This is an optimization exercise on Yosys and OpenROAD, whose aim is small area, a short achievable clock period and few clock cycles, not a production implementation. The RTL was checked by simulation tests, not by an equivalence proof against the original design. Power figures rest on the tool's default switching activity, not on a simulated workload.

run A:
==> flow/design.v (excerpt) <==
module text_command_line_parser_top #(
    parameter int MAX_LINE_CHARS = 63
) (
    input  logic        clk,
    input  logic        rst_n,
    input  logic        rx_valid,
    output logic        rx_ready,
    input  logic [7:0]  rx_byte,
    output logic        cmd_valid,
    input  logic        cmd_ready,
    output logic [1:0]  cmd_kind,
    output logic [31:0] pitch_centideg,
    output logic [31:0] turn_rate_hz
);
    localparam int ADD_ARCH = 0;    
    logic       bv;
    logic [7:0] b;
    logic       rdy;
    logic [3:0] st;
    logic [3:0] st_n;
    logic       ended;
    logic       ended_n;
    logic [5:0] cnt;
    logic [5:0] cnt_n;
    logic [31:0] acc;
    logic        neg;
    logic        neg_n;
    logic        ovf;
    logic [1:0]  frac;
    logic [1:0]  frac_n;
    logic [1:0]  scl;
    logic [1:0]  scl_n;
    logic        nstep;
    logic        nstep_n;
    logic        post;        
    logic        negsel;      
    logic        negsel_b;    
    logic        selS;        
    logic        selT;        
    logic        selS_h;      
    logic        selT_h;
    logic       vld;
    logic       vld_n;
    logic [1:0] okind;
    logic stall;
    logic fire;
    logic is_lf;
    logic is_digit;
    logic is_blank;
    logic is_sign;
    logic is_set;
    logic lead;
    logic kw_state;
    logic kw_last;
    logic num_init;
    logic ovf_clr;
    logic dig_step;
    logic emit;
    logic emit_now;
    logic [1:0] emit_kind;
    logic [1:0] emit_scl;
    logic is_num;
    assign stall = vld && (cnt >= 6'd4);
    assign fire  = bv && !stall;
    assign is_lf    = (b == tcp_pkg::CH_LF);
    assign is_digit = (b[7:4] == 4'h3) && (b[3:0] <= 4'd9);
    assign is_blank = (b == tcp_pkg::CH_SPACE) || (b == tcp_pkg::CH_TAB) ||
  ...
For scale: ~70 flip-flops, ~80 I/O pins, ~6200 um^2 of cells after synthesis.
==> flow/config.mk <==
export PLATFORM = sky130hd
export DESIGN_NAME = text_command_line_parser_top
export DESIGN_NICKNAME = text_command_line_parser_top
export VERILOG_FILES = /design/flow/design.v
export SDC_FILE = /design/flow/constraint.sdc
export NUM_CORES = 4
export LEC_CHECK = 0
export CAP_MARGIN = 20
export CORE_MARGIN = 2
export CORE_UTILIZATION = 40
export SLEW_MARGIN = 20
==> flow/constraint.sdc <==
create_clock -name core_clock -period 12.0 [get_ports {clk}]
set_input_delay 2.4000 -clock core_clock [delete_from_list [all_inputs] [get_ports {clk}]]
set_output_delay 2.4000 -clock core_clock [all_outputs]
set_load 0.01 [all_outputs]
standard.sh (not shown) runs the stock make flow with config.mk's settings and CLKGATE_MAP_FILE= SYNTH_SCRIPT=/design/flow/synth_recipe.tcl, a recipe that flattens the netlist after the stock synthesis.
==> flow/flow/run.sh <==
#!/bin/bash
# Standard ORFS layout (same SDC and clock period). Ports get buf_2 buffers, and
# timing repair aims for setup slack 8.7 ns at the design's period.
set -euo pipefail
bash standard.sh "BUFFER_PORTS_ARGS=-buffer_cell sky130_fd_sc_hd__buf_2" SETUP_SLACK_MARGIN=8.7 CORE_UTILIZATION=60 finish > standard_flow.log 2>&1
Run A went all the way through the flow, and no timing, DRC or antenna check failed.
Testbench counts of run A, summed over its fixed seeds: cycles 40,726.
Here is what was changed in the inputs of run B compared with run A.
- an added ABC_AREA of 1
- a change of CORE_UTILIZATION from 40 to 60
==> flow/flow/run.sh <==
#!/bin/bash
# Standard ORFS layout (same SDC and clock period). Ports get buf_2 buffers, and
# timing repair aims for setup slack 8.5 ns at the design's period.
set -euo pipefail
bash standard.sh "BUFFER_PORTS_ARGS=-buffer_cell sky130_fd_sc_hd__buf_2" SETUP_SLACK_MARGIN=8.5 finish > standard_flow.log 2>&1
Results
Measured against each other, run B and run A differ in sequential group share of total power, the higher figure coming from run A. ~same cell area after layout in run B and run A. Looking at synthesized cell count, run B sits 29% above run A. Delta (run B minus run A): core region area rose by about 4%, worst setup slack before clock tree synthesis rose by 0.70 ns, overall power rose by 25%, final wirelength fell by 6.7%. Most common library cell in the layout ignoring fill and taps = sky130_fd_sc_hd__nand2_1: run B; most common library cell in the layout ignoring fill and taps = sky130_fd_sc_hd__a21oi_1: run A. Mux cell area share after synthesis on run B is down relative to run A.
For run C, these inputs were changed with respect to run B:
- clearing ABC_AREA, which used to be 1
- swapping 60 for 40 in CORE_UTILIZATION
==> flow/flow/run.sh <==
#!/bin/bash
# Standard ORFS layout (same SDC and clock period). Ports get buf_1 buffers, and
# timing repair aims for setup slack 8.5 ns at the design's period.
set -euo pipefail
bash standard.sh "BUFFER_PORTS_ARGS=-buffer_cell sky130_fd_sc_hd__buf_1" SETUP_SLACK_MARGIN=8.5 CORE_UTILIZATION=60 finish > standard_flow.log 2>&1
--- outcome ---
Between run C and run B, sequential share of layout area is lower for run B, run C comes in above that.
Run C vs. run B: first-pass GRT wire length increased about 3%; combinational share of power now sits lower; post-synthesis mux area share saw an increase.
Row number of iterations in the first detailed-routing pass: run C lower / run B higher
Comparing run C and run B, the higher width of the die is on run B.
Wire length delta (run C − run B): unfavourable
For run D, these inputs were changed with respect to run C:
==> flow/flow/run.sh <==
#!/bin/bash
# Standard ORFS layout (same SDC and clock period). Ports get buf_2 buffers, and
# timing repair aims for setup slack 8.5 ns at the design's period.
set -euo pipefail
bash standard.sh "BUFFER_PORTS_ARGS=-buffer_cell sky130_fd_sc_hd__buf_2" SETUP_SLACK_MARGIN=8.5 CORE_UTILIZATION=60 finish > standard_flow.log 2>&1
## What came out
- On setup slack of the critical path after layout, run C loses to run D.
- Compared with run C, run D shows a sum of routed wire segments on met1 that is 380 um lower.
- Between run D and run C, the difference in fraction of power spent switching nets is negligible.
- Placement-stage cell area was higher in the run labelled run D.
- Run D does worse than run C on register-to-register slack.
- Between run D and run C, the number of distinct library cells after synthesis figures differ only marginally.
- From run C to run D, number of antenna violations at the first check in global routing did not move at all.
- Min met1 routing resource usage after global routing across run D and run C: run C
- Filler cell count in run D vs run C: up 83
- Going from run C to run D, the utilization was found to have gone down by 2.0 points.
- Of run D and run C, run C shows the higher cell-internal power, with run D below it.
Edits applied to the flow inputs when going from run D to run E:
==> flow/flow/run.sh <==
#!/bin/bash
# Standard ORFS layout (same SDC and clock period). Ports get buf_2 buffers, and
# timing repair aims for setup slack 8.5 ns at the design's period.
set -euo pipefail
bash standard.sh "BUFFER_PORTS_ARGS=-buffer_cell sky130_fd_sc_hd__buf_2" SETUP_SLACK_MARGIN=8.5 CORE_UTILIZATION=55 finish > standard_flow.log 2>&1
Notes after the runs:
- Against run D, run E reports a clock network fraction of total power that is higher.
- Relative to run D, the highest clock rate measured on run E has increased slightly.
- Re maximum resistive drop on vdd: run E is 0.024 mV up on run D.
- Taking run D as the reference, in run E filler cell count in the final layout went up, switching power of the nets went up, initial core utilization went down.
- Re share of synthesized cell area in full adder, half adder and majority cells: no difference whatsoever between run E and run D.
- Of run D and run E, run E shows the higher power per cell area, with run D below it.
- Looking at setup slack across both flows, run E is the stronger of the two, with run D trailing.
- Total length of routed met3 wires in run E is 7.0% below run D.
diff inputs: run E => run F
==> flow/flow/run.sh <==
#!/bin/bash
# Standard ORFS layout (same SDC and clock period). Ports get buf_2 buffers, and
# timing repair aims for setup slack 8.5 ns at the design's period.
set -euo pipefail
bash standard.sh "BUFFER_PORTS_ARGS=-buffer_cell sky130_fd_sc_hd__buf_2" SETUP_SLACK_MARGIN=8.5 CORE_UTILIZATION=60 "CTS_ARGS=-sink_clustering_enable -repair_clock_nets -dont_use_dummy_load -sink_clustering_size 40 -sink_clustering_max_diameter 300 -sink_clustering_levels 1" finish > standard_flow.log 2>&1
[summary]
- Run F: done, clean on timing, DRC and antenna
- Higher cell-internal power goes to run E over run F.
- [compare] base=run E new=run F: relative contribution of the clock network to total power lost 5.6 points; total global-route track usage picked up an extra 1.6 points.
- When the final numbers for run F and run E were put side by side, the non-clock buffering overhead in the final layout turned out to be smaller in run E.
- On layout-stage area growth over the synthesis result: between run F and run E, it ends up lower for run F.
- Max met1 usage in global routing across run F and run E: run F
- The more densely filled core belongs to run F, not run E.
- The estimated power of run F ends up lower than the estimate for run E.
- The capture point of the critical path comes out turn_rate_hz[31] in one run and pitch_centideg[23] in the other, namely in run F and run E respectively.
- Status: insertion delay of the later-clocked pin in the worst-skew pair parity (run F, run E)
- Looking at run F and run E, the CTS clock-pin slew for the worst setup and hold paths is a wash.
- Comparing run E against run F, there is no change at all in setup total negative slack.

static timing again, ports no longer ideal:
The results above use ideal ports. As a check the final layouts listed here were re-extracted and re-timed, cells and wires unchanged.
Step 1 assumes that a clkbuf_16 drives the clock port and a buf_2 every other input.
Step 2 moves the port delays by t, midway between the first and last clock arrival at a register: inputs arrive t later, outputs are due t later. That takes back most of the time a late clock gives input paths.
Three values: ideal, step 1, step 2; two values: the first two.
run | shift t [ns] | setup WS [ns] | worst setup path at the end
run A | 0.394 | 8.461 / 8.426 / 8.820 | register to output
run B | 0.414 | 8.416 / 8.382 / 8.774 | register to register
run C | 0.395 | 8.401 / 8.364 / 8.714 | register to register
run D | 0.402 | 8.481 / 8.444 / 8.644 | register to register
run E | 0.401 | 8.506 / 8.471 / 8.643 | register to register
run F | 0.382 | 8.499 / 8.463 / 8.624 | register to register
After both steps setup and hold are still met in every run listed.
